Source: an optimization exercise on an open RTL-to-GDS flow (aim: small area, a short achievable clock period and few clock cycles per item). Production flows keep margins and buffers that such runs may drop. At most, simulation tests tie the RTL to the original design; equivalence was not proved. No functional check of the RTL was part of run 1. Power is estimated from default activity; no workload was simulated.

--- flow/design.v ---
module page_table_leaf_ager (
    input  logic              clk,
    input  logic              rst_n,
    input  logic              push,
    output logic              full,
    input  logic              entry_valid,
    input  logic              entry_accessed,
    input  logic [3:0]        entry_age,
    input  logic              last_entry,
    output logic              empty,
    input  logic              pop,
    output logic [3:0]        new_age,
    output logic              advanced,
    output logic [31:0]       bucket_count,
    output logic              region_done,
    output logic signed [4:0] region_old_max,
    output logic signed [4:0] region_new_max,
    output logic              region_moves,
    output logic [9:0]        aged_total
);
    logic full_reg;
    logic empty_reg;       
    logic q0_v, q1_v, x_v;
    logic qa0;             
    logic accept, fire_ok, x_fire, q_adv;
    assign accept  = push && !full_reg;
    assign fire_ok = empty_reg || pop;
    assign x_fire  = x_v && fire_ok;
    assign q_adv   = qa0 || (q0_v && pop);
    logic       q0_val, q0_acc, q0_last;
    logic [3:0] q0_age;
    logic       q1_val, q1_acc, q1_last;
    logic [3:0] q1_age;
    logic       qn_val, qn_acc, qn_last;
    logic [3:0] qn_age;
    logic       q0_load;
    logic [3:0] qn_nage;
    logic       qn_aflag, qn_move;
    logic [15:0] qn_age_is;
    logic [7:0] qn_esel, qn_osel;
    always_comb
    begin
        q0_load = q_adv || !q0_v;
        if (q0_v && q1_v)
        begin
            {qn_val, qn_acc, qn_age, qn_last} = {q1_val, q1_acc, q1_age, q1_last};
        end
        else
        begin
            {qn_val, qn_acc, qn_age, qn_last} = {entry_valid, entry_accessed, entry_age,
                                                 last_entry};
        end
        if (!qn_val)
        begin
            qn_nage = qn_age;
        end
        else if (qn_acc)
        begin
            qn_nage = 4'd0;
        end
        else if (qn_age != 4'd15)
        begin
            qn_nage = qn_age + 4'd1;
        end
        else
        begin
            qn_nage = 4'd15;
        end
        qn_aflag = qn_val && (qn_acc || (qn_age != 4'd15));
        qn_move  = qn_val && (qn_acc ? (qn_age != 4'd0) : (qn_age != 4'd15));
        for (int i = 0; i < 16; i++)
        begin
            qn_age_is[i] = (qn_age == i);
        end
        for (int j = 0; j < 8; j++)
        begin
            qn_esel[j] = qn_age_is[2*j] || ((j > 0) && qn_age_is[(2*j+15)%16]);
            qn_osel[j] = qn_age_is[2*j] || qn_age_is[2*j+1];
        end
    end
    logic [3:0] q0_nage;
    logic       q0_aflag, q0_move;
    logic [7:0] q0_esel, q0_osel;
    always_ff @(posedge clk)
    begin
        if (q0_load)
        begin
            q0_val   <= qn_val;
            q0_acc   <= qn_acc;
            q0_age   <= qn_age;
            q0_last  <= qn_last;
            q0_nage  <= qn_nage;
            q0_aflag <= qn_aflag;
            q0_move  <= qn_move;
            q0_esel  <= qn_esel;
            q0_osel  <= qn_osel;
        end
        if (accept && (q_adv ? q1_v : q0_v))
        begin
            q1_val  <= entry_valid;
            q1_acc  <= entry_accessed;
            q1_age  <= entry_age;
            q1_last <= last_entry;
        end
    end
    logic        x_acc, x_last, x_adv, x_mv;
    logic [3:0]  x_age, x_nage;
    logic [15:0] x_ra;     
    logic [15:0] x_rn;     
    logic [15:0] q_ra, q_rn;
    logic [15:0] x_wsel;   
    logic [15:0] q_wsel;
    logic [15:0] q_age_is;
    always_comb
    begin
        for (int i = 0; i < 16; i++)
        begin
            q_age_is[i] = (q0_age == i);
        end
        q_wsel = (q_age_is | (16'd1 << q0_nage)) & {16{q0_move}};
    end
    always_ff @(posedge clk)
    begin
        if (q_adv)
        begin
            x_acc  <= q0_acc;
            x_age  <= q0_age;
            x_nage <= q0_nage;
            x_last <= q0_last;
            x_adv  <= q0_aflag;
            x_mv   <= q0_move;
            x_ra   <= q_ra;
            x_rn   <= q_rn;
            x_wsel <= q_wsel;
        end
    end
    logic [15:0] dec_tog, inc_tog;
    logic [15:0] dec_val, inc_val;
    logic [15:0] x_bucket;
    logic [15:0] wr;
    logic [15:0] bus_even, bus_odd, bus_zero;
    always_comb
    begin
        for (int k = 0; k < 16; k++)
        begin
            dec_tog[k] = !(|(x_ra & ~(16'hffff << k)));
            inc_tog[k] = &(x_rn | (16'hffff << k));
        end
        dec_val  = x_ra ^ (dec_tog & {16{|x_ra}});
        inc_val  = x_rn ^ (inc_tog & {16{!(&x_rn)}});
        x_bucket = x_mv ? inc_val : x_ra;
        wr       = x_wsel & {16{x_fire}};
        bus_zero = x_acc    ? inc_val : dec_val;
        bus_even = x_age[0] ? inc_val : dec_val;
        bus_odd  = x_age[0] ? dec_val : inc_val;
    end
    logic [15:0] hist [0:15];
    logic [15:0] hist_ok;
    always_ff @(posedge clk)
    begin
        if (wr[0])
        begin
            hist[0] <= bus_zero;
        end
        for (int i = 1; i < 16; i++)
        begin
            if (wr[i])
            begin
                hist[i] <= (i % 2 == 0) ? bus_even : bus_odd;
            end
        end
    end
    always_ff @(posedge clk or negedge rst_n)
    begin
        if (!rst_n)
        begin
            hist_ok <= '0;
        end
        else
        begin
            hist_ok <= hist_ok | wr;
        end
    end
    logic       xn_mv, xn_acc;
    logic [3:0] xn_age, xn_incb;
    logic       qh_acc;
    logic [3:0] qh_age, qh_incb;
    logic       f_aa, f_ai, f_na, f_ni;    
    always_comb
    begin
        xn_mv   = q_adv ? q0_move : (x_v && x_mv && !x_fire);
        xn_acc  = q_adv ? q0_acc : x_acc;
        xn_age  = q_adv ? q0_age : x_age;
        xn_incb = xn_acc ? 4'd0 : (xn_age + 4'd1);
        qh_acc  = q0_load ? qn_acc : q0_acc;
        qh_age  = q0_load ? qn_age : q0_age;
        qh_incb = qh_acc ? 4'd0 : (qh_age + 4'd1);
    end
    always_ff @(posedge clk)
    begin
        f_aa <= xn_mv && (qh_age  == xn_age);
        f_ai <= xn_mv && (qh_age  == xn_incb);
        f_na <= xn_mv && (qh_incb == xn_age);
        f_ni <= xn_mv && (qh_incb == xn_incb);
    end
    logic [15:0] rd_e, rd_o, rd_a, rd_a1, rd_n;
    always_comb
    begin
        rd_e = '0;
        rd_o = '0;
        for (int j = 0; j < 8; j++)
        begin
            rd_e = rd_e | (hist[2*j]   & {16{q0_esel[j] && hist_ok[2*j]}});
            rd_o = rd_o | (hist[2*j+1] & {16{q0_osel[j] && hist_ok[2*j+1]}});
        end
        rd_a  = q0_age[0] ? rd_o : rd_e;
        rd_a1 = q0_age[0] ? rd_e : rd_o;
        rd_n  = q0_acc ? (hist[0] & {16{hist_ok[0]}}) : rd_a1;
        q_ra  = f_aa ? dec_val : (f_ai ? inc_val : rd_a);
        q_rn  = f_na ? dec_val : (f_ni ? inc_val : rd_n);
    end
    logic       closed;
    logic       any_v;
    logic [3:0] omax, nmax;
    logic [9:0] cnt;
    logic       b_any;
    logic [9:0] b_cnt;
    logic [9:0] cnt_tog;
    always_comb
    begin
        b_any = any_v && !closed;
        b_cnt = closed ? 10'd0 : cnt;
        for (int k = 0; k < 10; k++)
        begin
            cnt_tog[k] = &(b_cnt | (10'h3ff << k));
        end
    end
    always_ff @(posedge clk or negedge rst_n)
    begin
        if (!rst_n)
        begin
            closed <= 1'b1;
        end
        else if (q_adv)
        begin
            closed <= q0_last;
        end
    end
    always_ff @(posedge clk)
    begin
        if (q_adv)
        begin
            any_v <= b_any || q0_val;
            if (q0_val && (!b_any || (q0_age > omax)))
            begin
                omax <= q0_age;
            end
            if (q0_val && (!b_any || (q0_nage > nmax)))
            begin
                nmax <= q0_nage;
            end
            cnt <= b_cnt ^ (cnt_tog & {10{q0_aflag && !b_cnt[9]}});
        end
    end
    logic [42:0] x_res;
    logic [4:0]  x_om, x_nm;
    logic [42:0] o_res;
    assign x_om  = x_last ? (any_v ? {1'b0, omax} : 5'h1f) : 5'h00;
    assign x_nm  = x_last ? (any_v ? {1'b0, nmax} : 5'h1f) : 5'h00;
    assign x_res = {x_nage, x_adv, x_bucket, x_last, x_om, x_nm,
                    x_last && any_v && (omax != nmax), cnt};
    always_ff @(posedge clk)
    begin
        if (x_fire)
        begin
            o_res <= x_res;
        end
    end
    logic q0_v_n, q1_v_n, x_v_n, o_v_n;
    always_comb
    begin
        q0_v_n = q_adv ? (q1_v || accept) : (q0_v || accept);
        q1_v_n = q_adv ? (q1_v && accept) : (q1_v || (accept && q0_v));
        x_v_n  = q_adv || (x_v && !x_fire);
        o_v_n  = x_fire || (!empty_reg && !pop);
    end
    always_ff @(posedge clk or negedge rst_n)
    begin
        if (!rst_n)
        begin
            q0_v      <= 1'b0;
            q1_v      <= 1'b0;
            x_v       <= 1'b0;
            qa0       <= 1'b0;
            full_reg  <= 1'b0;
            empty_reg <= 1'b1;
        end
        else
        begin
            q0_v      <= q0_v_n;
            q1_v      <= q1_v_n;
            x_v       <= x_v_n;
            qa0       <= q0_v_n && (!x_v_n || !o_v_n);
            full_reg  <= q1_v_n;
            empty_reg <= !o_v_n;
        end
    end
    assign full  = full_reg;
    assign empty = empty_reg;
    assign {new_age, advanced, bucket_count[15:0], region_done, region_old_max,
            region_new_max, region_moves, aged_total} = o_res;
    assign bucket_count[31:16] = 16'd0;
endmodule
--- flow/flow/run.sh ---
#!/bin/bash
# Layout flow: the standard ORFS flow (standard.sh, standard synthesis unchanged) with two
# changes to how the layout is made:
#  - port buffers are sky130_fd_sc_hd__buf_2 cells (the default pick is a slow delay cell);
#  - timing and design repair may resize a cell into one with a different footprint.
# Each tool's full output goes to a log file in this folder; ORFS keeps its own step logs
# under orfs/logs.
set -euo pipefail
bash standard.sh MATCH_CELL_FOOTPRINT=0 "BUFFER_PORTS_ARGS=-buffer_cell sky130_fd_sc_hd__buf_2" finish > flow_make.log 2>&1
--- flow/standard.sh ---
#!/bin/bash
# synth_recipe.tcl (not shown) runs the flow's synth.tcl, then flattens the netlist and writes it again
# the make line also repeats each setting of config.mk as NAME=value (left out here)
make -C /OpenROAD-flow-scripts/flow DESIGN_CONFIG=/design/flow/config.mk WORK_HOME=/design/flow/orfs CLKGATE_MAP_FILE= SYNTH_SCRIPT=/design/flow/synth_recipe.tcl "${@:-finish}"
--- flow/config.mk ---
export PLATFORM = sky130hd
export DESIGN_NAME = page_table_leaf_ager
export DESIGN_NICKNAME = page_table_leaf_ager
export VERILOG_FILES = /design/flow/design.v
export SDC_FILE = /design/flow/constraint.sdc
export NUM_CORES = 4
export LEC_CHECK = 0
export ABC_AREA = 1
export CAP_MARGIN = 20
export CORE_MARGIN = 2
export CORE_UTILIZATION = 65
export CTS_BUF_LIST = sky130_fd_sc_hd__clkbuf_16
export CTS_CLUSTER_DIAMETER = 80
export CTS_CLUSTER_SIZE = 24
export SETUP_SLACK_MARGIN = 2.5
export SLEW_MARGIN = 20
--- flow/constraint.sdc ---
create_clock -name core_clock -period 5.0 [get_ports {clk}]
set_input_delay 1.0000 -clock core_clock [delete_from_list [all_inputs] [get_ports {clk}]]
set_output_delay 1.0000 -clock core_clock [all_outputs]
set_load 0.01 [all_outputs]
==> results of run 1 <==
per-layer routing:
metal  vias to the layer above  track usage (%)
met1                      6628            48.29
li1                       6689                -
met4                         0            8.808
met2                       793            49.62
met5                         -                0
met3                        93            4.326
what timing repair did:
item | in CTS | in global routing
resized for setup | 17 | 19
buffers inserted | 0 | 1
hold buffers | 0 | 0
gates cloned | 2 | 2
endpoints found under the setup margin | 144 | 236
endpoints found under the hold margin | 0 | 0
stage by stage:
stage	total power, mW	cells	hold WS, ps	instance area, um2
6_report	15.68	2431	427.0	21320
5_1_grt	16.67	2431	444.3	21320
4_1_cts	15.49	2428	428.4	21230
3_5_place_dp	13.50	2386	404.5	20520
3_3_place_gp	13.30	2386	401.8	20520
2_1_floorplan	11.10	1988	400.3	19980
synth_stat cells, types with 2 or more instances:
cell,n,area [um2]
o21bai_1,4,30.03
clkinv_1,8,30.03
inv_2,10,37.54
nand3_2,5,50.05
o21ai_1,6,30.03
nand4_1,30,187.7
inv_1,126,473.0
dfstp_2,2,52.55
xor2_1,11,96.34
o21ai_0,87,435.4
nor3_1,8,40.04
xnor2_1,7,61.31
a21oi_1,54,270.3
buf_1,6,22.52
buf_2,17,85.08
a31oi_1,5,31.28
nor4_1,2,12.51
edfxtp_1,403,12100
o211ai_1,3,22.52
ha_1,17,212.7
xor2_2,2,32.53
nand2_2,28,175.2
buf_6,2,22.52
nor2_4,4,45.04
nand2_1,698,2620
buf_4,17,127.6
dfxtp_1,14,280.3
dfrtp_1,20,500.5
nand2_4,7,78.83
nor2_1,127,476.7
nand3_1,173,865.8
clkbuf_1,32,120.1
o22ai_1,4,25.02
or2_2,16,100.1
nor2_2,4,25.02
o21ai_2,2,17.52
cells by family after synthesis:
group,share of synthesized area (%)
AND/OR/NAND/NOR,23.65
XOR/XNOR,0.9549
buffers and inverters,4.687
adder cells (fa/ha/maj),1.068
flip-flops,64.95
AO/OA/AOI/OAI,4.612
multiplexers,0.05654
other,0.01883
worst max-delay path: cells and delay by family, from the launching register on:
family / cells / cell delay [ps]
compound gates: 1 / 760
buf+inv: 1 / 70
flops: 1 / 470
simple gates: 6 / 870
cell usage in the layout (no fill, tap or decap), types with 7 or more instances in the layout:
cell,instances
nand2_1,698
edfxtp_1,403
nand3_1,173
inv_1,140
nor2_1,126
o21ai_0,69
buf_2,55
a21oi_1,54
nand4_1,30
nand2_2,28
clkbuf_16,24
buf_4,23
dfrtp_1,19
ha_1,17
or2_2,16
conb_1,16
o21ai_1,14
dfxtp_1,14
o21ai_2,11
inv_2,10
xor2_1,9
clkinv_1,8
nand2_4,7
nor3_1,7
xnor2_1,7
cell type report:
type,instances,area share [%]
repair buffers,78,2.101
well taps,396,2.324
multi-input cells,1331,29.08
flip-flops and latches,439,60.69
clock inverters,16,0.3405
inverters,144,2.553
clock buffers,24,2.818
repair inverters,3,0.09392
worst min path at each step:
stage               startpoint   endpoint  slack (ps)  cells after the start
global placement         x_adv  o_res[38]         400                      0
finish               x_nage[0]  o_res[39]         430                      0
detailed placement   x_nage[0]  o_res[39]         400                      0
global route         x_nage[1]  o_res[40]         440                      0
CTS                  x_nage[0]  o_res[39]         430                      0
floorplan                x_adv  o_res[38]         400                      0
report_power, final:
group          internal (mW)  leakage, nW  switching, mW  total (mW)
registers               6.30         4.16          0.699        7.00
logic                   1.71         4.14           4.98        6.69
clock network          0.877        0.383           1.12        1.99
total                   8.89         8.69           6.80        15.7
==> flow_summary.yaml, run 1 <==
setup_path:
  cpPeakStageDelay_ps: 760
  ff2ff_path_depth: 8
  startpoint: "x_rn[12]"
  crit_path_end: "hist[8][4]"
  path_cells: "nand2_2 > nor2_2 > inv_2 > nor2_2 > nand2_2 > nand3_1 > nand2_1 > o21ai_0"
  r2r_end: "hist[8][4]"
  crit_required_ps: 5230
  critPathArrivalTime_ps: 2720
  end_kind: "flip-flop"
  r2r-start: "x_rn[12]"
  ff2ff_setup_slack_ps: 2510
  start_kind: "flip-flop"
  cpMaxStageDelayCell: "o21ai_0"
  worstPathMaxFanout: 7
  crit_type: "flip-flop to flip-flop"
sta:
  fmax_mhz: 400.9
  fin_crit_ps: 2494
  drv_slew: 0
  setup_viol: 0
  slew_headroom_pct: 29.80
  rsz0062_at_grt: "true"
  finalSetupTns_ps: 0
  finalClockSkew_ps: 27.65
  worst_pin_slew_ps: 1049
  post-route-period-util_pct: 49.89
  final-hold-violation-count: 0
  setup_slack_ps: 2506
floorplanning:
  io_pins: 72
  fp.dieH_um: 179.0
  rows: 64
  core_um2: 30350
  start_util_pct: 65.62
  die_x_um: 179.0
  die_area_um2: 32060
placement:
  dp_hpwl_um: 34140
  place_ws_ps: 1413
  port_buffers: 55
  gp_congestion: 0.9689
layout:
  nets: 2047
  largest_register_ff_count: 256
  final_util_pct: 70.23
  largestRegisters: "hist (256), o_res (42)"
  regArea_um2: 12940
  n_fill_cell: 2285
  drive_gt1_share_pct: 10.22
  antenna_cells: 0
  top_register: "hist"
  multi_input_area_um2: 6198
  area_growth_pct: 7.030
clock_network:
  cts_max_level: 1
  clk_latency_ps: 550
  cts_root_buffer: "clkbuf_16"
  clock_path_buffers: 3
  cts_tree: "built"
  clk_pin_slew_ps: 100
  cts_made_buffers: 22
  clock_sinks: 439
drt:
  first_iter_violations: 1812
  wl_per_cell_um: 20.60
  dr_wl_met3_um: 5321
  via_per_inst: 5.842
  top_layer: "met4"
  vias: 14203
  drc_errors: 0
  dr.pass1.iters: 7
  met1_length_um: 20870
  drt_wl_total_um: 50080
  dr_wl_met2_um: 22330
  ant_nets: 0
synth:
  yosysWarningCount: 2
  async_flop_share_pct: 5.011
  seq_area_frac_synth_pct: 64.95
  synth_ff_type: "edfxtp_1"
  ys_types: 48
  synth_edf_count: 403
  synthCells: 1973
  synth-seq-cells: 439
  synth_area_um2: 19920
  syn_area_per_cell_um2: 10.09
global_routing:
  grt_pass1_wl_um: 76130
  grt_start_max_net_pins: 72
  grt_pass1_vias: 13162
  grt_use_total_pct: 32.08
  antenna_found_initial: 0
  grt_overflow: 0
power:
  leakage_nw: 8.685
  peakVddDrop_mv: 0.5165
  power.density_nw_per_um2: 735.8
hold_path:
  hp-class: "flip-flop to flip-flop"
run_status:
  status: "complete, no violations"
job:
  cap_violations: 0
==> run 2, diff against run 1 <==
--- a/flow/design.v
+++ b/flow/design.v
@@ -108,17 +108,6 @@
     logic [15:0] x_ra;     
     logic [15:0] x_rn;     
     logic [15:0] q_ra, q_rn;
-    logic [15:0] x_wsel;   
-    logic [15:0] q_wsel;
-    logic [15:0] q_age_is;
-    always_comb
-    begin
-        for (int i = 0; i < 16; i++)
-        begin
-            q_age_is[i] = (q0_age == i);
-        end
-        q_wsel = (q_age_is | (16'd1 << q0_nage)) & {16{q0_move}};
-    end
     always_ff @(posedge clk)
     begin
         if (q_adv)
@@ -131,16 +120,25 @@
             x_mv   <= q0_move;
             x_ra   <= q_ra;
             x_rn   <= q_rn;
-            x_wsel <= q_wsel;
         end
     end
+    logic [15:0] x_age_is, x_inc_is;
     logic [15:0] dec_tog, inc_tog;
     logic [15:0] dec_val, inc_val;
     logic [15:0] x_bucket;
-    logic [15:0] wr;
+    logic [15:0] wr_pre, wr;
     logic [15:0] bus_even, bus_odd, bus_zero;
     always_comb
     begin
+        for (int i = 0; i < 16; i++)
+        begin
+            x_age_is[i] = (x_age == i);
+        end
+        x_inc_is[0] = x_acc;
+        for (int i = 1; i < 16; i++)
+        begin
+            x_inc_is[i] = !x_acc && x_age_is[i-1];
+        end
         for (int k = 0; k < 16; k++)
         begin
             dec_tog[k] = !(|(x_ra & ~(16'hffff << k)));
@@ -149,7 +147,8 @@
         dec_val  = x_ra ^ (dec_tog & {16{|x_ra}});
         inc_val  = x_rn ^ (inc_tog & {16{!(&x_rn)}});
         x_bucket = x_mv ? inc_val : x_ra;
-        wr       = x_wsel & {16{x_fire}};
+        wr_pre   = (x_age_is | x_inc_is) & {16{x_v && x_mv}};
+        wr       = wr_pre & {16{fire_ok}};
         bus_zero = x_acc    ? inc_val : dec_val;
         bus_even = x_age[0] ? inc_val : dec_val;
         bus_odd  = x_age[0] ? dec_val : inc_val;
==> flow_summary.yaml, run 2 <==
run_status:
  status: "complete, no violations"
synth:
  synth_top_area_share_pct: 61.21
  ys_top_cells_by_area: "edfxtp_1, nand2_1, nand3_1, dfrtp_1, nor2_1"
  seq_area_frac_synth_pct: 65.60
  synth_common_cells: "nand2_1, edfxtp_1, nand3_1"
  synth_area_um2: 18990
  synth_largest_area_cell: "edfxtp_1"
  synth-seq-cells: 423
  yosysWarningCount: 2
  yosysMostFrequentCell: "nand2_1"
  synth_edf_count: 387
  syn_area_per_cell_um2: 9.998
  synthCells: 1899
  async_flop_share_pct: 5.201
  synth_ff_type: "edfxtp_1"
  ys_types: 44
hold_path:
  hp-class: "flip-flop to flip-flop"
  hold_path_startpoint: "x_adv"
  hold_end: "o_res[38]"
  hold_depth: 0
setup_path:
  path_cells: "nor2_2 > nand2_2 > nor4_4 > buf_4 > nand2_2 > xnor2_2 > nand2_1 > o21ai_1"
  crit_family: "simple AND/OR/NAND/NOR gates"
  r2r_end: "hist[14][8]"
  crit_required_ps: 5260
  start_kind: "flip-flop"
  cp.buffers_inverters: 1
  end_kind: "flip-flop"
  path_common_cell: "nand2_2"
  crit_type: "flip-flop to flip-flop"
  ff2ff_setup_slack_ps: 2430
  cpMaxStageDelayCell: "edfxtp_1"
  critPathArrivalTime_ps: 2830
  cpPeakStageDelay_ps: 460
  ff2ff_path_depth: 8
  r2r-start: "x_ra[1]"
  worstPathMaxFanout: 8
sta:
  post-route-period-util_pct: 51.43
  worst_pin_slew_ps: 1082
  setup_viol: 0
  finalSetupTns_ps: 0
  rsz0062_at_grt: "true"
  slew_headroom_pct: 27.76
  drv_slew: 0
  final-hold-violation-count: 0
  fmax_mhz: 388.9
  finalClockSkew_ps: 30.81
  fin_crit_ps: 2571
layout:
  largest_register_ff_count: 256
  layout_common_cells: "nand2_1, edfxtp_1, nand3_1"
  area_growth_pct: 8.541
  final_common_cell: "nand2_1"
  nets: 1975
  largestRegisters: "hist (256), o_res (42)"
  antenna_cells: 0
  instances_no_fill: 2346
  drive_gt1_share_pct: 10.30
  top_register: "hist"
floorplanning:
  die_x_um: 174.9
  fp.dieH_um: 174.9
  rows: 62
  core_um2: 28700
  die_area_um2: 30590
  start_util_pct: 66.15
  io_pins: 72
power:
  p_int_mw: 8.118
  power.density_nw_per_um2: 700.1
  combPwrFrac_pct: 43.3
  swShare_pct: 43.73
  leakage_nw: 8.496
  pwr-share-seq_pct: 43.3
  power_frac_clock_pct: 13.5
  switchingPower_mw: 6.309
  peakVddDrop_mv: 0.4970
global_routing:
  grt_start_max_net_pins: 43
  antenna_found_initial: 0
  grt_overflow: 0
  grt_pass1_vias: 12657
  grt_use_total_pct: 32.73
  grt_pass1_wl_um: 74800
placement:
  gp_congestion: 0.9693
  port_buffers: 55
  dp_cells: 2294
  dp_hpwl_um: 35480
clock_network:
  clock_sinks: 423
  cts_root_buffer: "clkbuf_16"
  cts_max_level: 1
  cts_tree: "built"
  cts_made_buffers: 22
  clk_latency_ps: 560
  cts_hold_buf: 0
  clock_path_buffers: 3
  clk_pin_slew_ps: 100
drt:
  drc_errors: 0
  drt_wl_total_um: 49930
  first_iter_violations: 1896
  wl_per_cell_um: 21.28
  dr.pass1.iters: 8
  ant_nets: 0
  via_per_inst: 5.910
  vias: 13864
job:
  cap_violations: 0
[run 2: what timing repair did]
item	4_1_cts	5_1_grt
setup endpoints to repair	313	242
gates resized for setup	18	25
pin swaps	2	0
setup buffers	4	6
cloned	1	2
[run 2: worst register-to-register path, stage by stage, from the launching register on]
cell and delay [ps]:
edfxtp_1 460, nor2_2 190, nand2_2 120, nor4_4 310, buf_4 220, nand2_2 80
xnor2_2 370, nand2_1 90, o21ai_1 420
[run 2: worst max-delay path by stage]
stage               slack, ps  depth (start not counted)     endpoint  startpoint
CTS                      2430                         10   hist[9][1]     x_ra[8]
finish                   2430                          8  hist[14][8]     x_ra[1]
floorplan                2140                          6  hist[15][0]         pop
detailed placement       1680                          4   hist_ok[3]       x_acc
global placement         1840                          4   hist_ok[3]       x_acc
global route             2350                          8  hist[14][8]     x_ra[1]
[run 2: kinds of logic after synthesis]
group	synth area share (%)
simple gates	23.72
xor+xnor	0.8238
compound gates	4.448
fa+ha+maj	1.120
other cells	0.01975
buf+inv	4.211
flops	65.60
mux	0.05931
[run 2: layout make-up]
type	instances	area, um2
tap	384	480.5
clock inverter	16	87.58
multi-input combinational	1298	6091
timing repair buffer	75	425.4
sequential	423	12460
clock buffer	23	575.6
inverter	125	481.7
fill	2071	8095
timing repair inverter	2	10.01
[run 2: per-layer routing]
metal | track usage [%] | wire [um]
met4 | 9.132 | 1507
met3 | 6.701 | 5631
met1 | 48.16 | 20240
met5 | 0 | 0
met2 | 50.31 | 22560
[run 2: power by group through the flow]
stage	Combinational (mW)	Sequential [mW]	Clock, mW
global route	6.80	6.33	2.08
floorplan	3.82	6.10	0
finish	6.24	6.24	1.94
CTS	5.97	6.22	1.96
detailed placement	5.85	6.31	0
global placement	5.70	6.28	0
[run 2: metrics by stage]
step	setup WS (ps)	power (mW)	hold slack, ps	area, um2	util [%]
floorplan	2141	9.917	400.3	19230	-
global placement	1845	11.98	405.5	19730	68.74
detailed placement	1685	12.16	420.9	19730	68.74
CTS	2433	14.16	443.9	20470	71.33
global route	2350	15.21	443.0	20610	71.80
finish	2429	14.43	438.8	20610	71.80
Testbench counts of run 2, summed over its fixed seeds: cycles 32,800, items 32,768.
==> run 3, diff against run 2 <==
--- a/flow/config.mk
+++ b/flow/config.mk
@@ -14,3 +14,4 @@
 export CTS_CLUSTER_SIZE = 24
 export SETUP_SLACK_MARGIN = 2.5
 export SLEW_MARGIN = 20
+export TNS_END_PERCENT = 5
==> flow_summary.yaml, run 3 <==
floorplanning:
  die_area_um2: 30590
  core_um2: 28700
  die_x_um: 174.9
  start_util_pct: 66.15
  io_pins: 72
  fp.dieH_um: 174.9
  rows: 62
run_status:
  status: "complete, no violations"
sta:
  setup_slack_ps: 2422
  setup_viol: 0
  finalSetupTns_ps: 0
  rsz0062_at_grt: "true"
  post-route-period-util_pct: 51.55
  drv_slew: 0
  fin_crit_ps: 2578
  fmax_mhz: 388.0
  finalClockSkew_ps: 16.21
  final-hold-violation-count: 0
  worst_pin_slew_ps: 1230
  slew_headroom_pct: 17.89
clock_network:
  cts_made_buffers: 21
  cts_tree: "built"
  cts_max_level: 1
  cts_hold_buf: 0
  clk_latency_ps: 550
  clk_pin_slew_ps: 100
  clock_path_buffers: 3
  cts_root_buffer: "clkbuf_16"
  clock_sinks: 423
setup_path:
  crit_required_ps: 5270
  worstPathMaxFanout: 33
  ff2ff_setup_slack_ps: 2420
  cpPeakStageDelay_ps: 680
  crit_family: "buffers and inverters"
  ff2ff_path_depth: 3
  cp.buffers_inverters: 2
  r2r-start: "x_age[0]"
  start_kind: "flip-flop"
  crit_type: "flip-flop to flip-flop"
  end_kind: "flip-flop"
  path_cells: "buf_4 > inv_1 > o21ai_1"
  cpMaxStageDelayCell: "o21ai_1"
  critPathArrivalTime_ps: 2850
  startpoint: "x_age[0]"
  r2r_end: "hist[5][0]"
drt:
  ant_nets: 0
  first_iter_violations: 1985
  dr.pass1.iters: 6
  via_per_inst: 5.931
  drc_errors: 0
  wl_per_cell_um: 21.46
  vias: 13844
  drt_wl_total_um: 50080
synth:
  synth_common_cells: "nand2_1, edfxtp_1, nand3_1"
  synth_edf_count: 387
  yosysWarningCount: 2
  ys_types: 44
  synthCells: 1899
  yosysMostFrequentCell: "nand2_1"
  seq_area_frac_synth_pct: 65.60
  synth_ff_type: "edfxtp_1"
  async_flop_share_pct: 5.201
  synth_top_area_share_pct: 61.21
  ys_top_cells_by_area: "edfxtp_1, nand2_1, nand3_1, dfrtp_1, nor2_1"
  synth_area_um2: 18990
  syn_area_per_cell_um2: 9.998
  synth_largest_area_cell: "edfxtp_1"
  synth-seq-cells: 423
placement:
  port_buffers: 55
  dp_cells: 2290
  dp_hpwl_um: 35380
  place_ws_ps: 1569
  gp_congestion: 0.9723
layout:
  multi_input_area_um2: 6076
  largestRegisters: "hist (256), o_res (42)"
  final_util_pct: 71.26
  instances_no_fill: 2334
  final_common_cell: "nand2_1"
  top_register: "hist"
  layout_common_cells: "nand2_1, edfxtp_1, nand3_1"
  antenna_cells: 0
  regArea_um2: 12460
  drive_gt1_share_pct: 9.385
  area_growth_pct: 7.737
  nets: 1963
  n_fill_cell: 2076
  largest_register_ff_count: 256
power:
  peakVddDrop_mv: 0.3729
  switchingPower_mw: 6.288
  combPwrFrac_pct: 43.2
  p_int_mw: 8.000
  leakage_nw: 8.448
  swShare_pct: 44.01
  power.density_nw_per_um2: 698.5
  power_mw: 14.29
  power_frac_clock_pct: 12.9
  pwr-share-seq_pct: 43.9
job:
  cap_violations: 0
global_routing:
  grt_overflow: 0
  grt_start_max_net_pins: 43
  grt_use_total_pct: 33.03
  antenna_found_initial: 0
  grt_pass1_vias: 12537
  grt_pass1_wl_um: 75400
hold_path:
  hold_end: "empty_reg"
  hold_depth: 1
  hold_path_startpoint: "x_v"
  hp-class: "flip-flop to flip-flop"
## run 3: cell counts after synthesis
No cell type changed its count.
## run 3: worst max path at each step
stage | endpoint | slack, ps | cells past startpoint
2_1_floorplan | hist[15][0] | 2140 | 6
3_3_place_gp | f_ai | 1600 | 11
3_5_place_dp | f_ai | 1570 | 11
4_1_cts | hist[12][1] | 2040 | 8
5_1_grt | f_ni | 2280 | 11
6_report | hist[5][0] | 2420 | 3
## run 3: timing repair
| item | CTS | global route |
|---|---|---|
| gates cloned | 0 | 1 |
| setup endpoints to repair | 358 | 303 |
| pin swaps | 1 | 2 |
| buffers inserted | 1 | 3 |
| gates resized for setup | 3 | 38 |
## run 3: final cells by class
class                      instances  area share [%]
multi-input combinational       1298           29.70
clock buffer                      21           2.569
inverter                         125           2.337
tap                              384           2.349
clock inverter                    17          0.3609
timing repair buffer              66           1.786
sequential                       423           60.89
## run 3: through the flow
step	hold WS, ps	cell area [um2]
after floorplan	400.3	19210
after CTS	450.1	20300
after global routing	466.6	20450
after detailed placement	434.9	19680
after global placement	403.2	19680
final	446.6	20450
## run 3: cell families after synthesis
group / Yosys count / synth area share [%]
AO/OA/AOI/OAI: 157 / 4.448
XOR/XNOR: 17 / 0.8238
adder cells (fa/ha/maj): 17 / 1.120
buffers and inverters: 194 / 4.211
flip-flops: 423 / 65.60
multiplexers: 1 / 0.05931
other: 1 / 0.01975
AND/OR/NAND/NOR: 1089 / 23.72
## run 3: layer usage
metal | GRT usage (%) | vias up | share of wire (%)
li1 | - | 6412 | -
met3 | 5.070 | 99 | 12
met4 | 8.507 | 0 | 2.9
met5 | 0 | - | 0
met1 | 50.95 | 6470 | 41
met2 | 49.87 | 863 | 44
## run 3: power groups by stage
stage | Combinational [mW] | Clock (mW) | Sequential, mW
3_5_place_dp | 5.81 | 0 | 6.34
2_1_floorplan | 3.81 | 0 | 6.10
3_3_place_gp | 5.68 | 0 | 6.31
5_1_grt | 6.73 | 1.97 | 6.36
6_report | 6.18 | 1.84 | 6.28
4_1_cts | 5.85 | 1.85 | 6.26
==> run 4, diff against run 3 <==
--- a/flow/config.mk
+++ b/flow/config.mk
@@ -8,10 +8,9 @@
 export ABC_AREA = 1
 export CAP_MARGIN = 20
 export CORE_MARGIN = 2
-export CORE_UTILIZATION = 65
+export CORE_UTILIZATION = 40
 export CTS_BUF_LIST = sky130_fd_sc_hd__clkbuf_16
 export CTS_CLUSTER_DIAMETER = 80
 export CTS_CLUSTER_SIZE = 24
-export SETUP_SLACK_MARGIN = 2.5
+export SETUP_SLACK_MARGIN = 2.3
 export SLEW_MARGIN = 20
-export TNS_END_PERCENT = 5
==> flow_summary.yaml, run 4 <==
floorplanning:
  rows: 79
  die_x_um: 221.9
  fp.dieH_um: 221.9
  core_um2: 46650
  die_area_um2: 49220
  start_util_pct: 40.69
  io_pins: 72
global_routing:
  grt_pass1_vias: 12750
  grt_use_total_pct: 21.48
  antenna_found_initial: 1
  grt_overflow: 0
  grt_start_max_net_pins: 44
  grt_pass1_wl_um: 79090
clock_network:
  clock_sinks: 423
  cts_tree: "built"
  cts_max_level: 1
  cts_made_buffers: 24
  clk_latency_ps: 580
  clk_pin_slew_ps: 90
  clock_path_buffers: 3
  cts_root_buffer: "clkbuf_16"
  cts_hold_buf: 0
drt:
  wl_per_cell_um: 20.98
  first_iter_violations: 1327
  drc_errors: 0
  via_per_inst: 5.253
  drt_wl_total_um: 53950
  vias: 13505
  ant_nets: 0
  dr.pass1.iters: 6
setup_path:
  ff2ff_path_depth: 5
  start_kind: "primary input"
  r2r-start: "empty_reg"
  worstPathMaxFanout: 43
  crit_type: "primary input to flip-flop"
  r2r_end: "hist[0][4]"
  critPathArrivalTime_ps: 2800
  startpoint: "pop"
  ff2ff_setup_slack_ps: 2400
  crit_required_ps: 5180
  end_kind: "flip-flop"
sta:
  setup_viol: 0
  post-route-period-util_pct: 52.36
  finalSetupTns_ps: 0
  finalClockSkew_ps: 25.61
  final-hold-violation-count: 0
  worst_pin_slew_ps: 957.6
  fin_crit_ps: 2618
  rsz0062_at_grt: "true"
  slew_headroom_pct: 36.09
  fmax_mhz: 382.0
  drv_slew: 0
layout:
  largest_register_ff_count: 256
  multi_input_area_um2: 6012
  final_common_cell: "nand2_1"
  largestRegisters: "hist (256), o_res (42)"
  regArea_um2: 12460
  instances_no_fill: 2571
  top_register: "hist"
  layout_common_cells: "nand2_1, edfxtp_1, nand3_1"
  nets: 1973
  drive_gt1_share_pct: 9.628
  area_growth_pct: 10.13
  n_fill_cell: 4396
synth:
  synth_common_cells: "nand2_1, edfxtp_1, nand3_1"
  async_flop_share_pct: 5.201
  yosysMostFrequentCell: "nand2_1"
  seq_area_frac_synth_pct: 65.60
  synth_top_area_share_pct: 61.21
  synth_ff_type: "edfxtp_1"
  ys_types: 44
  syn_area_per_cell_um2: 9.998
  synth_edf_count: 387
  synth-seq-cells: 423
  yosysWarningCount: 2
  ys_top_cells_by_area: "edfxtp_1, nand2_1, nand3_1, dfrtp_1, nor2_1"
  synth_largest_area_cell: "edfxtp_1"
  synth_area_um2: 18990
  synthCells: 1899
hold_path:
  hold_end: "o_res[38]"
  hp-class: "flip-flop to flip-flop"
  hold_depth: 0
  hold_path_startpoint: "x_adv"
power:
  power_mw: 14.77
  leakage_nw: 8.530
  power.density_nw_per_um2: 706.6
  peakVddDrop_mv: 0.2619
placement:
  dp_hpwl_um: 38690
  gp_congestion: 0.9427
  port_buffers: 55
  dp_cells: 2522
job:
  cap_violations: 0
run_status:
  status: "complete, no violations"
run 4: cell counts after synthesis:
Identical to the previous run, type by type.
run 4: worst max path at each step:
stage | to | slack (ps) | cells past startpoint
CTS | hist[15][4] | 2330 | 8
floorplan | hist[15][0] | 2140 | 6
global placement | hist[4][8] | 1790 | 6
global route | hist[4][1] | 2270 | 5
detailed placement | f_ai | 1750 | 13
finish | hist[0][4] | 2380 | 6
run 4: final cells by class:
type	count	share of cell area [%]
timing repair buffer	73	2.011
clock buffer	26	3.112
clock inverter	18	0.6223
antenna	1	0.01197
inverter	125	2.286
sequential	423	59.57
multi-input combinational	1298	28.75
tap	607	3.632
run 4: kinds of logic after synthesis:
group	synth area share [%]
multiplexers	0.05931
adder cells (fa/ha/maj)	1.120
AND/OR/NAND/NOR	23.72
buffers and inverters	4.211
AO/OA/AOI/OAI	4.448
other	0.01975
flip-flops	65.60
XOR/XNOR	0.8238
run 4: per-stage QoR:
stage	util [%]	hold slack (ps)	area [um2]	setup slack, ps
6_report	44.82	429.9	20910	2382
5_1_grt	44.81	444.5	20910	2273
4_1_cts	44.67	431.6	20840	2332
3_5_place_dp	42.94	409.8	20040	1749
3_3_place_gp	42.93	404.4	20030	1794
2_1_floorplan	-	400.3	19220	2141
run 4: critical path, stage by stage:
cell	delay [ps]
buf_2	140
nor2_4	60
nor2_4	90
buf_4	490
nand2_4	210
nor2_2	800
run 4: what timing repair did:
action                                  CTS  global route
pin swaps                                 1             2
setup buffers                             1             2
endpoints found under the setup margin  167           128
cloned                                    0             1
gates resized for setup                   8            12
run 4: layer usage:
layer  wire length, um  up-vias  track usage (%)
met5                12        -                0
li1                  -     6432                -
met4              2076        2            7.607
met2             24050      593            33.65
met1             23250     6381            29.75
met3              4566       97            4.413
run 4: power by group:
group	switching [mW]	total, mW	internal, mW
combinational	4.77	6.38	1.61
clock	1.19	2.17	0.976
sequential	0.607	6.23	5.62
==> run 5, diff against run 4 <==
--- a/flow/config.mk
+++ b/flow/config.mk
@@ -12,5 +12,5 @@
 export CTS_BUF_LIST = sky130_fd_sc_hd__clkbuf_16
 export CTS_CLUSTER_DIAMETER = 80
 export CTS_CLUSTER_SIZE = 24
-export SETUP_SLACK_MARGIN = 2.3
+export SETUP_SLACK_MARGIN = 2.9
 export SLEW_MARGIN = 20
==> flow_summary.yaml, run 5 <==
run_status:
  status: "complete, no violations"
clock_network:
  cts_root_buffer: "clkbuf_16"
  cts_hold_buf: 0
  clock_path_buffers: 3
  cts_tree: "built"
  cts_made_buffers: 27
  clock_sinks: 423
  clk_pin_slew_ps: 100
  clk_latency_ps: 600
  cts_max_level: 1
setup_path:
  crit_family: "simple AND/OR/NAND/NOR gates"
  crit_type: "flip-flop to flip-flop"
  startpoint: "x_ra[11]"
  r2r_end: "hist[11][1]"
  path_cells: "nor2_2 > nand2_2 > nor3_4 > nand2_4 > inv_2 > nand2_4 > ha_4 > xor2_4 > inv_4 > o21ai_4 > buf_12"
  critPathArrivalTime_ps: 2690
  worstPathMaxFanout: 8
  r2r-start: "x_ra[11]"
  crit_required_ps: 5340
  cpPeakStageDelay_ps: 480
  path_common_cell: "nand2_4"
  cpMaxStageDelayCell: "edfxtp_1"
  ff2ff_path_depth: 11
  start_kind: "flip-flop"
  end_kind: "flip-flop"
  ff2ff_setup_slack_ps: 2650
  cp.buffers_inverters: 3
sta:
  fin_crit_ps: 2352
  finalSetupTns_ps: 0
  setup_viol: 0
  rsz0062_at_grt: "true"
  final-hold-violation-count: 0
  finalClockSkew_ps: 30.73
  drv_slew: 0
  slew_headroom_pct: 39.81
  fmax_mhz: 425.1
  worst_pin_slew_ps: 901.7
  post-route-period-util_pct: 47.05
synth:
  synth_largest_area_cell: "edfxtp_1"
  synthCells: 1899
  synth_edf_count: 387
  synth_common_cells: "nand2_1, edfxtp_1, nand3_1"
  yosysWarningCount: 2
  yosysMostFrequentCell: "nand2_1"
  synth-seq-cells: 423
  syn_area_per_cell_um2: 9.998
  ys_types: 44
  synth_top_area_share_pct: 61.21
  synth_area_um2: 18990
  synth_ff_type: "edfxtp_1"
  seq_area_frac_synth_pct: 65.60
  async_flop_share_pct: 5.201
  ys_top_cells_by_area: "edfxtp_1, nand2_1, nand3_1, dfrtp_1, nor2_1"
drt:
  met1_length_um: 26110
  vias: 14767
  drc_errors: 0
  via_per_inst: 5.437
  top_layer: "met4"
  first_iter_violations: 1548
  dr.pass1.iters: 7
  drt_wl_total_um: 59690
  dr_wl_met3_um: 4844
  dr_wl_met2_um: 25930
  wl_per_cell_um: 21.98
  ant_nets: 0
layout:
  layout_common_cells: "nand2_1, edfxtp_1, nand3_1"
  largest_register_ff_count: 256
  largestRegisters: "hist (256), o_res (42)"
  area_growth_pct: 26.15
  top_register: "hist"
  nets: 2118
  drive_gt1_share_pct: 27.12
  final_common_cell: "nand2_1"
  antenna_cells: 0
  multi_input_area_um2: 7284
  n_fill_cell: 4097
  regArea_um2: 12470
  instances_no_fill: 2716
floorplanning:
  die_x_um: 221.9
  rows: 79
  fp.dieH_um: 221.9
  die_area_um2: 49220
  start_util_pct: 40.69
  io_pins: 72
  core_um2: 46650
power:
  leakage_nw: 9.536
  p_int_mw: 9.616
  power.density_nw_per_um2: 725.7
  pwr-share-seq_pct: 36.6
  switchingPower_mw: 7.765
  power_frac_clock_pct: 14.1
  combPwrFrac_pct: 49.3
  swShare_pct: 44.67
  peakVddDrop_mv: 0.3032
global_routing:
  grt_use_total_pct: 23.28
  grt_pass1_wl_um: 86130
  antenna_found_initial: 0
  grt_overflow: 0
  grt_pass1_vias: 13509
  grt_start_max_net_pins: 43
hold_path:
  hold_end: "o_res[40]"
  hold_path_startpoint: "x_nage[1]"
  hold_depth: 0
  hp-class: "flip-flop to flip-flop"
job:
  cap_violations: 0
placement:
  dp_hpwl_um: 39070
  gp_congestion: 0.9804
  port_buffers: 55
  dp_cells: 2515
run 5: cell types whose count changed in the layout (fill, tap and decap cells not counted), sizes merged:
cell / before / now
nand2: 744 / 746
clkinvlp: 3 / 27
nor2: 129 / 131
buf: 73 / 204
diode: 1 / 0
inv: 133 / 118
clkinv: 7 / 5
bufinv: 0 / 1
clkbuf: 26 / 29
run 5: through the flow:
step | util, % | power (mW) | setup slack [ps] | cell area [um2] | hold slack, ps
after detailed placement | 43.12 | 12.60 | 1803 | 20120 | 411.0
after CTS | 47.94 | 16.13 | 2657 | 22370 | 434.5
final | 51.34 | 17.38 | 2648 | 23950 | 434.9
after global routing | 51.34 | 18.21 | 2611 | 23950 | 454.3
after floorplan | - | 10.04 | 2141 | 19370 | 400.3
after global placement | 43.12 | 12.51 | 1863 | 20120 | 410.7
run 5: cell type report:
cell class / count / area share, %
Clock buffer: 27 / 2.821
Clock inverter: 21 / 0.9717
Inverter: 125 / 2.367
Multi-Input combinational cell: 1302 / 30.41
Sequential cell: 423 / 52.07
Tap cell: 607 / 3.171
Timing Repair Buffer: 206 / 8.050
Timing Repair inverter: 5 / 0.1358
run 5: power by group through the flow:
stage / clock network [mW] / logic, mW / registers [mW]
3_3_place_gp: 0 / 6.11 / 6.40
4_1_cts: 2.49 / 7.33 / 6.32
6_report: 2.44 / 8.58 / 6.36
3_5_place_dp: 0 / 6.17 / 6.43
2_1_floorplan: 0 / 3.93 / 6.10
5_1_grt: 2.59 / 9.18 / 6.44
run 5: worst max-delay path by stage:
stage               cells after the start          end
finish                                 11  hist[11][1]
CTS                                     1        empty
global route                           11  hist[13][1]
global placement                       13         f_ai
detailed placement                     13         f_ai
floorplan                               6  hist[15][0]
run 5: cell families after synthesis:
group                    Yosys count  share of synthesized area [%]
adder cells (fa/ha/maj)           17                          1.120
XOR/XNOR                          17                         0.8238
other                              1                        0.01975
multiplexers                       1                        0.05931
flip-flops                       423                          65.60
AND/OR/NAND/NOR                 1089                          23.72
buffers and inverters            194                          4.211
AO/OA/AOI/OAI                    157                          4.448
run 5: repair_timing:
action	CTS	global route
pin swaps	33	68
hold endpoints to repair	0	0
buffers inserted	69	73
cloned	7	4
resized for setup	148	217
setup endpoints to repair	626	513
run 5: metal layers:
layer	track usage, %	vias to the layer above
li1	-	6751
met1	34.57	7180
met2	35.01	709
met3	2.690	127
met4	9.045	0
met5	0	-
==> run 6, diff against run 5 <==
--- a/flow/config.mk
+++ b/flow/config.mk
@@ -12,5 +12,5 @@
 export CTS_BUF_LIST = sky130_fd_sc_hd__clkbuf_16
 export CTS_CLUSTER_DIAMETER = 80
 export CTS_CLUSTER_SIZE = 24
-export SETUP_SLACK_MARGIN = 2.9
+export SETUP_SLACK_MARGIN = 2.8
 export SLEW_MARGIN = 20
==> flow_summary.yaml, run 6 <==
setup_path:
  critPathArrivalTime_ps: 1330
  crit_path_end: "empty"
  cpMaxStageDelayCell: "dfstp_2"
  ff2ff_path_depth: 11
  start_kind: "flip-flop"
  r2r-start: "x_rn[0]"
  worstPathMaxFanout: 2
  ff2ff_setup_slack_ps: 2790
  cp.buffers_inverters: 1
  crit_family: "flip-flops"
  end_kind: "output port"
  crit_required_ps: 4000
  crit_type: "flip-flop to output port"
  cpPeakStageDelay_ps: 620
  r2r_end: "hist[3][12]"
  path_cells: "buf_6"
  startpoint: "empty_reg"
  worst-path-stages: 1
drt:
  ant_nets: 0
  vias: 14071
  dr.pass1.iters: 6
  wl_per_cell_um: 21.89
  first_iter_violations: 1475
  via_per_inst: 5.314
  drc_errors: 0
  drt_wl_total_um: 57980
power:
  peakVddDrop_mv: 0.3234
  power.density_nw_per_um2: 720.4
  switchingPower_mw: 7.199
  power_mw: 16.16
  combPwrFrac_pct: 46.7
  leakage_nw: 8.957
  power_frac_clock_pct: 14.9
  pwr-share-seq_pct: 38.4
  p_int_mw: 8.963
  swShare_pct: 44.54
synth:
  yosysWarningCount: 2
  synth_top_area_share_pct: 61.21
  synth-seq-cells: 423
  ys_top_cells_by_area: "edfxtp_1, nand2_1, nand3_1, dfrtp_1, nor2_1"
  ys_types: 44
  synth_area_um2: 18990
  synth_ff_type: "edfxtp_1"
  synth_edf_count: 387
  syn_area_per_cell_um2: 9.998
  synth_largest_area_cell: "edfxtp_1"
  synthCells: 1899
  synth_common_cells: "nand2_1, edfxtp_1, nand3_1"
  yosysMostFrequentCell: "nand2_1"
  seq_area_frac_synth_pct: 65.60
  async_flop_share_pct: 5.201
floorplanning:
  fp.dieH_um: 221.9
  die_x_um: 221.9
  io_pins: 72
  rows: 79
  start_util_pct: 40.69
  core_um2: 46650
  die_area_um2: 49220
layout:
  top_register: "hist"
  area_growth_pct: 18.16
  nets: 2048
  final_common_cell: "nand2_1"
  largest_register_ff_count: 256
  largestRegisters: "hist (256), o_res (42)"
  layout_common_cells: "nand2_1, edfxtp_1, nand3_1"
  design_area_um2: 22430
  drive_gt1_share_pct: 18.73
placement:
  place_area_um2: 20090
  port_buffers: 55
  gp_congestion: 0.9675
  dp_hpwl_um: 39840
clock_network:
  clock_sinks: 423
  cts_max_level: 1
  clk_pin_slew_ps: 90
  cts_tree: "built"
  clk_latency_ps: 590
  clock_path_buffers: 3
  cts_root_buffer: "clkbuf_16"
  cts_made_buffers: 26
global_routing:
  antenna_found_initial: 2
  grt_util_met2_pct: 35.75
  busiest_layer: "met2"
  grt_pass1_wl_um: 85040
  grt_start_max_net_pins: 43
  grt_overflow: 0
  grt_pass1_vias: 13101
  grt_use_met3_pct: 2.809
  grt_use_total_pct: 23.09
  grt_use_met1_pct: 34.10
sta:
  fin_crit_ps: 2328
  holdWs_ps: 423.4
  worst_pin_slew_ps: 753.0
  finalSetupTns_ps: 0
  finalClockSkew_ps: 24.26
  post-route-period-util_pct: 46.56
  slew_headroom_pct: 49.80
  fmax_mhz: 429.5
  final-hold-violation-count: 0
  rsz0062_at_grt: "true"
  setup_viol: 0
  drv_slew: 0
run_status:
  status: "complete, no violations"
hold_path:
  hp-class: "flip-flop to flip-flop"
job:
  cap_violations: 0
[run 6: cell families after synthesis]
family,Yosys count,share of synthesized area (%)
XOR/XNOR,17,0.8238
multiplexers,1,0.05931
buffers and inverters,194,4.211
flip-flops,423,65.60
adder cells (fa/ha/maj),17,1.120
AO/OA/AOI/OAI,157,4.448
other,1,0.01975
AND/OR/NAND/NOR,1089,23.72
[run 6: layout make-up]
class | count | area, um2
fillers | 4243 | 24220
flip-flops and latches | 423 | 12460
multi-input cells | 1300 | 6551
repair buffers | 140 | 1181
well taps | 607 | 759.5
clock buffers | 28 | 700.7
inverters | 125 | 551.8
clock inverters | 20 | 207.7
repair inverters | 4 | 20.02
diodes | 1 | 2.502
[run 6: through the flow]
| stage | setup slack, ps | util, % | cells |
|---|---|---|---|
| after floorplan | 2141 | - | 1914 |
| after global placement | 1791 | 43.05 | 2518 |
| after detailed placement | 1769 | 43.05 | 2518 |
| after CTS | 2637 | 46.16 | 2596 |
| after global routing | 2633 | 48.08 | 2647 |
| final | 2672 | 48.08 | 2648 |
[run 6: how the worst min path moves through the flow]
stage / start / endpoint / slack (ps) / cells after the start
5_1_grt: x_adv / o_res[38] / 430 / 0
6_report: x_nage[0] / o_res[39] / 420 / 0
3_5_place_dp: x_nage[0] / o_res[39] / 400 / 0
2_1_floorplan: x_adv / o_res[38] / 400 / 0
4_1_cts: x_nage[0] / o_res[39] / 420 / 0
3_3_place_gp: x_nage[0] / o_res[39] / 410 / 0
[run 6: timing repair]
action                                  in CTS  in global routing
resized for setup                           70                 94
cloned                                       4                  3
pin swaps                                    7                 15
endpoints found under the setup margin     568                433
hold buffers                                 0                  0
setup buffers                               26                 47
endpoints found under the hold margin        0                  0
[run 6: routing by layer]
layer | up-vias | wire, um
met1 | 6787 | 25470
met5 | - | 0
met4 | 0 | 1911
met3 | 87 | 4336
met2 | 577 | 26260
li1 | 6620 | -
[run 6: power groups by stage]
stage               clock network, mW  logic (mW)  registers (mW)
finish                           2.41        7.54            6.21
global route                     2.57        8.15            6.30
CTS                              2.44        6.85            6.21
detailed placement                  0        6.30            6.33
global placement                    0        6.25            6.31
floorplan                           0        3.89            6.10
==> run 7, diff against run 6 <==
--- a/flow/config.mk
+++ b/flow/config.mk
@@ -12,5 +12,5 @@
 export CTS_BUF_LIST = sky130_fd_sc_hd__clkbuf_16
 export CTS_CLUSTER_DIAMETER = 80
 export CTS_CLUSTER_SIZE = 24
-export SETUP_SLACK_MARGIN = 2.8
+export SETUP_SLACK_MARGIN = 2.6
 export SLEW_MARGIN = 20
==> flow_summary.yaml, run 7 <==
setup_path:
  crit_type: "flip-flop to flip-flop"
  path_common_cell: "buf_4"
  cpPeakStageDelay_ps: 500
  start_kind: "flip-flop"
  worst-path-stages: 4
  path_cells: "buf_4 > inv_1 > buf_4 > o21ai_1"
  end_kind: "flip-flop"
  cpMaxStageDelayCell: "buf_4"
  critPathArrivalTime_ps: 2680
  cp.buffers_inverters: 3
  worstPathMaxFanout: 37
  ff2ff_path_depth: 4
  crit_required_ps: 5310
  crit_family: "buffers and inverters"
synth:
  synth_compound_area_share_pct: 4.448
  synth-seq-cells: 423
  synth_top_family_by_area: "simple AND/OR/NAND/NOR gates"
  synth_top_area_share_pct: 61.21
  syn_area_per_cell_um2: 9.998
  synth_common_cells: "nand2_1, edfxtp_1, nand3_1"
  seq_area_frac_synth_pct: 65.60
  synthCells: 1899
  yosysWarningCount: 2
  yosysMostFrequentCell: "nand2_1"
  synth_area_um2: 18990
  async_flop_share_pct: 5.201
  synth_largest_area_cell: "edfxtp_1"
  ys_types: 44
  synth_xor_xnor_area_share_pct: 0.8238
  ys_top_cells_by_area: "edfxtp_1, nand2_1, nand3_1, dfrtp_1, nor2_1"
  synth_ff_type: "edfxtp_1"
  synth_edf_count: 387
  synth-simple-area-share_pct: 23.72
  synthMuxAreaShare_pct: 0.05931
  yosys.area_share.adder_pct: 1.120
power:
  leakage_nw: 8.608
  swShare_pct: 44.07
  power_frac_clock_pct: 14.3
  peakVddDrop_mv: 0.3310
  switchingPower_mw: 6.575
  combPwrFrac_pct: 43.7
  power.density_nw_per_um2: 702.3
  pwr-share-seq_pct: 42.0
  p_int_mw: 8.346
sta:
  fmax_mhz: 423.3
  fin_crit_ps: 2362
  slew_headroom_pct: 29.80
  setup_viol: 0
  finalClockSkew_ps: 35.40
  drv_slew: 0
  finalSetupTns_ps: 0
  holdWs_ps: 433.3
  post-route-period-util_pct: 47.24
  rsz0062_at_grt: "true"
  worst_pin_slew_ps: 1052
  final-hold-violation-count: 0
placement:
  gp_congestion: 0.9256
  dp_hpwl_um: 37620
  port_buffers: 55
layout:
  final_common_cell: "nand2_1"
  area_growth_pct: 11.92
  drive_gt1_share_pct: 12.53
  nets: 1984
  layout_common_cells: "nand2_1, edfxtp_1, nand3_1"
  antenna_cells: 0
  largest_register_ff_count: 256
  largestRegisters: "hist (256), o_res (42)"
  multi_input_area_um2: 6291
  n_fill_cell: 4325
  top_register: "hist"
  regArea_um2: 12460
floorplanning:
  die_area_um2: 49220
  fp.dieH_um: 221.9
  io_pins: 72
  core_um2: 46650
  die_x_um: 221.9
  start_util_pct: 40.69
  rows: 79
clock_network:
  clock_path_buffers: 3
  clock_sinks: 423
  cts_root_buffer: "clkbuf_16"
  cts_max_level: 1
  cts_made_buffers: 23
  clk_latency_ps: 580
  cts_tree: "built"
  clk_pin_slew_ps: 100
global_routing:
  grt_pass1_wl_um: 79270
  grt_overflow: 0
  antenna_found_initial: 1
  grt_use_total_pct: 21.28
  grt_pass1_vias: 12781
  grt_start_max_net_pins: 43
drt:
  first_iter_violations: 1723
  via_per_inst: 5.273
  wl_per_cell_um: 20.59
  vias: 13599
  dr.pass1.iters: 6
  drc_errors: 0
  ant_nets: 0
  drt_wl_total_um: 53110
run_status:
  status: "complete, no violations"
job:
  cap_violations: 0
hold_path:
  hold_depth: 0
  hp-class: "flip-flop to flip-flop"
-- run 7: changes by cell type in the layout (fill, tap and decap cells not counted), sizes merged --
cell,before,now
inv,117,130
clkinv,7,6
bufinv,1,2
nor2,130,129
buf,139,82
diode,1,0
clkinvlp,24,7
clkbuf,29,23
-- run 7: worst reg2reg max path, stage by stage, from the launching register on --
cell	delay, ps
dfxtp_1	360
buf_4	500
inv_1	420
buf_4	360
o21ai_1	480
-- run 7: final cells by class --
class,count,area share (%)
clock inverter,18,0.7478
clock buffer,23,2.709
multi-input combinational,1299,29.61
tap,607,3.574
sequential,423,58.63
timing repair buffer,82,2.385
inverter,125,2.302
timing repair inverter,2,0.04711
-- run 7: path summary, 6_finish.rpt --
kind	startpoint	to	slack [ps]
worst max-delay path	x_age[0]	hist[14][11]	2640
worst min-delay path	x_nage[0]	o_res[39]	430
worst max register to register	x_age[0]	hist[14][11]	2640
worst min register to register	x_nage[0]	o_res[39]	430
max in group asynchronous	rst_n	q0_v	4010
min in group asynchronous	rst_n	hist_ok[0]	460
-- run 7: per-stage QoR --
| step | util [%] | instances | power, mW | cell area (um2) | setup slack (ps) |
|---|---|---|---|---|---|
| 3_5_place_dp | 42.91 | 2514 | 12.33 | 20020 | 1666 |
| 2_1_floorplan | - | 1914 | 9.940 | 19270 | 2141 |
| 4_1_cts | 44.79 | 2562 | 14.56 | 20900 | 2436 |
| 3_3_place_gp | 42.91 | 2514 | 12.24 | 20020 | 1746 |
| 6_report | 45.54 | 2579 | 14.92 | 21250 | 2638 |
| 5_1_grt | 45.54 | 2579 | 15.79 | 21250 | 2497 |
-- run 7: what timing repair did --
| action | 4_1_cts | 5_1_grt |
|---|---|---|
| endpoints found under the setup margin | 451 | 270 |
| hold buffers | 0 | 0 |
| pin swaps | 2 | 9 |
| buffers inserted | 5 | 15 |
| resized for setup | 35 | 51 |
| cloned | 2 | 2 |
-- run 7: routing by layer --
layer | wire (um) | GRT usage, % | part of all wire (%)
met1 | 23860 | 30.98 | 45
met2 | 23980 | 33.58 | 45
met3 | 3933 | 2.491 | 7.4
met4 | 1343 | 6.299 | 2.5
met5 | 0 | 0 | 0
-- run 7: power by group through the flow --
stage / Sequential, mW / Clock, mW / Combinational, mW
detailed placement: 6.36 / 0 / 5.96
floorplan: 6.10 / 0 / 3.84
global placement: 6.35 / 0 / 5.90
global route: 6.36 / 2.28 / 7.16
CTS: 6.26 / 2.16 / 6.14
finish: 6.27 / 2.13 / 6.52
-- run 7: cell families after synthesis --
family                   Yosys count
AO/OA/AOI/OAI                    157
XOR/XNOR                          17
adder cells (fa/ha/maj)           17
buffers and inverters            194
flip-flops                       423
multiplexers                       1
other                              1
AND/OR/NAND/NOR                 1089
==> run 8, diff against run 7 <==
--- a/flow/config.mk
+++ b/flow/config.mk
@@ -12,5 +12,5 @@
 export CTS_BUF_LIST = sky130_fd_sc_hd__clkbuf_16
 export CTS_CLUSTER_DIAMETER = 80
 export CTS_CLUSTER_SIZE = 24
-export SETUP_SLACK_MARGIN = 2.6
+export SETUP_SLACK_MARGIN = 2.5
 export SLEW_MARGIN = 20
==> flow_summary.yaml, run 8 <==
drt:
  ant_nets: 0
  via_per_inst: 5.244
  drt_wl_total_um: 53040
  first_iter_violations: 1442
  drc_errors: 0
  dr.pass1.iters: 5
  wl_per_cell_um: 20.52
  vias: 13555
setup_path:
  ff2ff_setup_slack_ps: 2560
  crit_required_ps: 5300
  end_kind: "flip-flop"
  cpPeakStageDelay_ps: 450
  r2r-start: "x_ra[1]"
  ff2ff_path_depth: 8
  worstPathMaxFanout: 8
  r2r_end: "hist[6][13]"
  start_kind: "flip-flop"
  crit_type: "flip-flop to flip-flop"
  path_common_cell: "nand2_1"
  cpMaxStageDelayCell: "edfxtp_1"
  path_cells: "nor2_2 > nand2_2 > nor4_4 > buf_4 > nand4_1 > nand2_1 > nand2_1 > o21ai_1"
  critPathArrivalTime_ps: 2730
global_routing:
  grt_use_met3_pct: 3.830
  grt_use_total_pct: 21.42
  grt_pass1_wl_um: 79340
  antenna_found_initial: 3
  grt_pass1_vias: 12763
  grt_start_max_net_pins: 44
  busiest_layer: "met2"
  grt_use_met1_pct: 30.31
  grt_util_met2_pct: 33.38
  grt_overflow: 0
clock_network:
  cts_hold_buf: 0
  cts_made_buffers: 24
  clock_sinks: 423
  cts_root_buffer: "clkbuf_16"
  clk_latency_ps: 580
  cts_max_level: 1
  cts_tree: "built"
  clk_pin_slew_ps: 100
  clock_path_buffers: 3
layout:
  largest_register_ff_count: 256
  design_area_um2: 21310
  n_fill_cell: 4262
  largestRegisters: "hist (256), o_res (42)"
  drive_gt1_share_pct: 11.73
  area_growth_pct: 12.24
  antenna_cells: 0
  final_common_cell: "nand2_1"
  top_register: "hist"
  nets: 1988
  instances_no_fill: 2585
  final_util_pct: 45.68
  layout_common_cells: "nand2_1, edfxtp_1, nand3_1"
hold_path:
  hp-class: "flip-flop to flip-flop"
  hold_depth: 0
  hold_path_startpoint: "x_nage[1]"
  hold_end: "o_res[40]"
synth:
  synth-seq-cells: 423
  synthMuxAreaShare_pct: 0.05931
  synth_ff_type: "edfxtp_1"
  ys_top_cells_by_area: "edfxtp_1, nand2_1, nand3_1, dfrtp_1, nor2_1"
  async_flop_share_pct: 5.201
  synth_compound_area_share_pct: 4.448
  synth_top_family_by_area: "simple AND/OR/NAND/NOR gates"
  synth_edf_count: 387
  synth_top_area_share_pct: 61.21
  syn_area_per_cell_um2: 9.998
  synth_largest_area_cell: "edfxtp_1"
  synth_area_um2: 18990
  yosysMostFrequentCell: "nand2_1"
  seq_area_frac_synth_pct: 65.60
  synth_common_cells: "nand2_1, edfxtp_1, nand3_1"
  ys_types: 44
  synthCells: 1899
  yosys.area_share.adder_pct: 1.120
  yosysWarningCount: 2
  synth-simple-area-share_pct: 23.72
  synth_xor_xnor_area_share_pct: 0.8238
sta:
  holdWs_ps: 429.4
  worst_pin_slew_ps: 811.0
  slew_headroom_pct: 45.86
  fmax_mhz: 410.7
  final-hold-violation-count: 0
  finalSetupTns_ps: 0
  fin_crit_ps: 2435
  setup_slack_ps: 2565
  rsz0062_at_grt: "true"
  drv_slew: 0
  setup_viol: 0
  finalClockSkew_ps: 22.68
  post-route-period-util_pct: 48.70
floorplanning:
  die_area_um2: 49220
  start_util_pct: 40.69
  io_pins: 72
  fp.dieH_um: 221.9
  rows: 79
  die_x_um: 221.9
  core_um2: 46650
power:
  peakVddDrop_mv: 0.2831
  leakage_nw: 8.649
  swShare_pct: 44.10
  power_frac_clock_pct: 14.8
  combPwrFrac_pct: 43.2
  p_int_mw: 8.287
  pwr-share-seq_pct: 42.1
  power.density_nw_per_um2: 695.6
  switchingPower_mw: 6.537
  power_mw: 14.82
placement:
  dp_hpwl_um: 37300
  dp_cells: 2516
  port_buffers: 55
  place_ws_ps: 1719
  gp_congestion: 0.9236
  place_area_um2: 20000
run_status:
  status: "complete, no violations"
job:
  cap_violations: 0
## run 8: cell counts after synthesis
No cell type changed its count.
## run 8: metal layers
| metal | routed length, um | vias to the layer above | part of all wire, % |
|---|---|---|---|
| met1 | 22390 | 6413 | 42 |
| met5 | 24 | - | 0.045 |
| met3 | 4761 | 87 | 9.0 |
| met2 | 24100 | 570 | 45 |
| met4 | 1756 | 4 | 3.3 |
| li1 | - | 6481 | - |
## run 8: area by class of cell
type,instances,area (um2),area share (%)
flip-flops and latches,423,12460,58.45
repair buffers,85,654.4,3.071
repair inverters,3,17.52,0.08220
inverters,125,485.5,2.278
well taps,607,759.5,3.564
clock buffers,26,650.6,3.053
clock inverters,18,136.4,0.6400
multi-input cells,1298,6150,28.86
## run 8: repair_timing
| action | in CTS | in global routing |
|---|---|---|
| buffers inserted | 14 | 7 |
| cloned | 1 | 3 |
| setup endpoints to repair | 359 | 297 |
| gates resized for setup | 19 | 41 |
| pin swaps | 11 | 3 |
## run 8: critical path, delay by kind of cell, from the launching register on
| family | cells | cell delay (ps) |
|---|---|---|
| and+or+nand+nor | 6 | 1140 |
| DFF | 1 | 450 |
| AOI/OAI and AO/OA | 1 | 330 |
| buffers and inverters | 1 | 220 |
## run 8: power by group through the flow
| stage | combinational (mW) | sequential, mW | clock (mW) |
|---|---|---|---|
| 2_1_floorplan | 3.82 | 6.10 | 0 |
| 3_3_place_gp | 5.92 | 6.32 | 0 |
| 3_5_place_dp | 5.98 | 6.34 | 0 |
| 4_1_cts | 6.10 | 6.26 | 2.22 |
| 5_1_grt | 7.06 | 6.33 | 2.35 |
| 6_report | 6.40 | 6.23 | 2.19 |
## run 8: worst max-delay path by stage
stage	from	end	slack, ps	cells past startpoint
floorplan	pop	hist[15][0]	2140	6
global placement	pop	hist[4][0]	1760	6
detailed placement	pop	hist[4][0]	1720	6
CTS	x_age[0]	hist[2][13]	2330	3
global route	x_ra[8]	hist[1][1]	2420	10
finish	x_ra[1]	hist[6][13]	2560	8
## run 8: cell families (layout without fill, tap and decap cells)
family | Yosys count | count (layout)
XOR/XNOR | 17 | 17
flip-flops | 423 | 423
adder cells (fa/ha/maj) | 17 | 17
AND/OR/NAND/NOR | 1089 | 1090
buffers and inverters | 194 | 257
multiplexers | 1 | 1
AO/OA/AOI/OAI | 157 | 157
other | 1 | 16

## re-timing with driven ports
Ports are ideal in the flow. The routed layouts listed here were re-timed in OpenROAD.
Step 1, drivers: a clkbuf_16 drives clk and a buf_2 each remaining input, both assumed.
Step 2, shift: input delay + t, output delay - t, t = (earliest + latest rising clock arrival at the registers) / 2. This alone moves slack from input paths to output paths.
Three values: ideal, step 1, step 2; two values: the first two.
| run | t (ns) | slack for setup (ns) | worst setup path at the end |
|---|---|---|---|
| run 1 | 0.592 | 2.506 / 2.506 / 2.072 | input to register |
| run 2 | 0.595 | 2.429 / 2.429 / 2.220 | input to register |
| run 3 | 0.590 | 2.422 / 2.422 / 1.973 | input to register |
| run 4 | 0.616 | 2.382 / 2.363 / 1.747 | input to register |
| run 5 | 0.637 | 2.648 / 2.640 / 2.326 | input to register |
| run 6 | 0.627 | 2.672 / 2.618 / 2.267 | input to register |
| run 7 | 0.619 | 2.638 / 2.638 / 2.101 | input to register |
| run 8 | 0.630 | 2.565 / 2.565 / 1.980 | input to register |
After both steps every run listed still meets setup and hold. The setup slack of run 4, which loses most, moves by -0.019 ns with the drivers and by -0.635 ns with both steps.
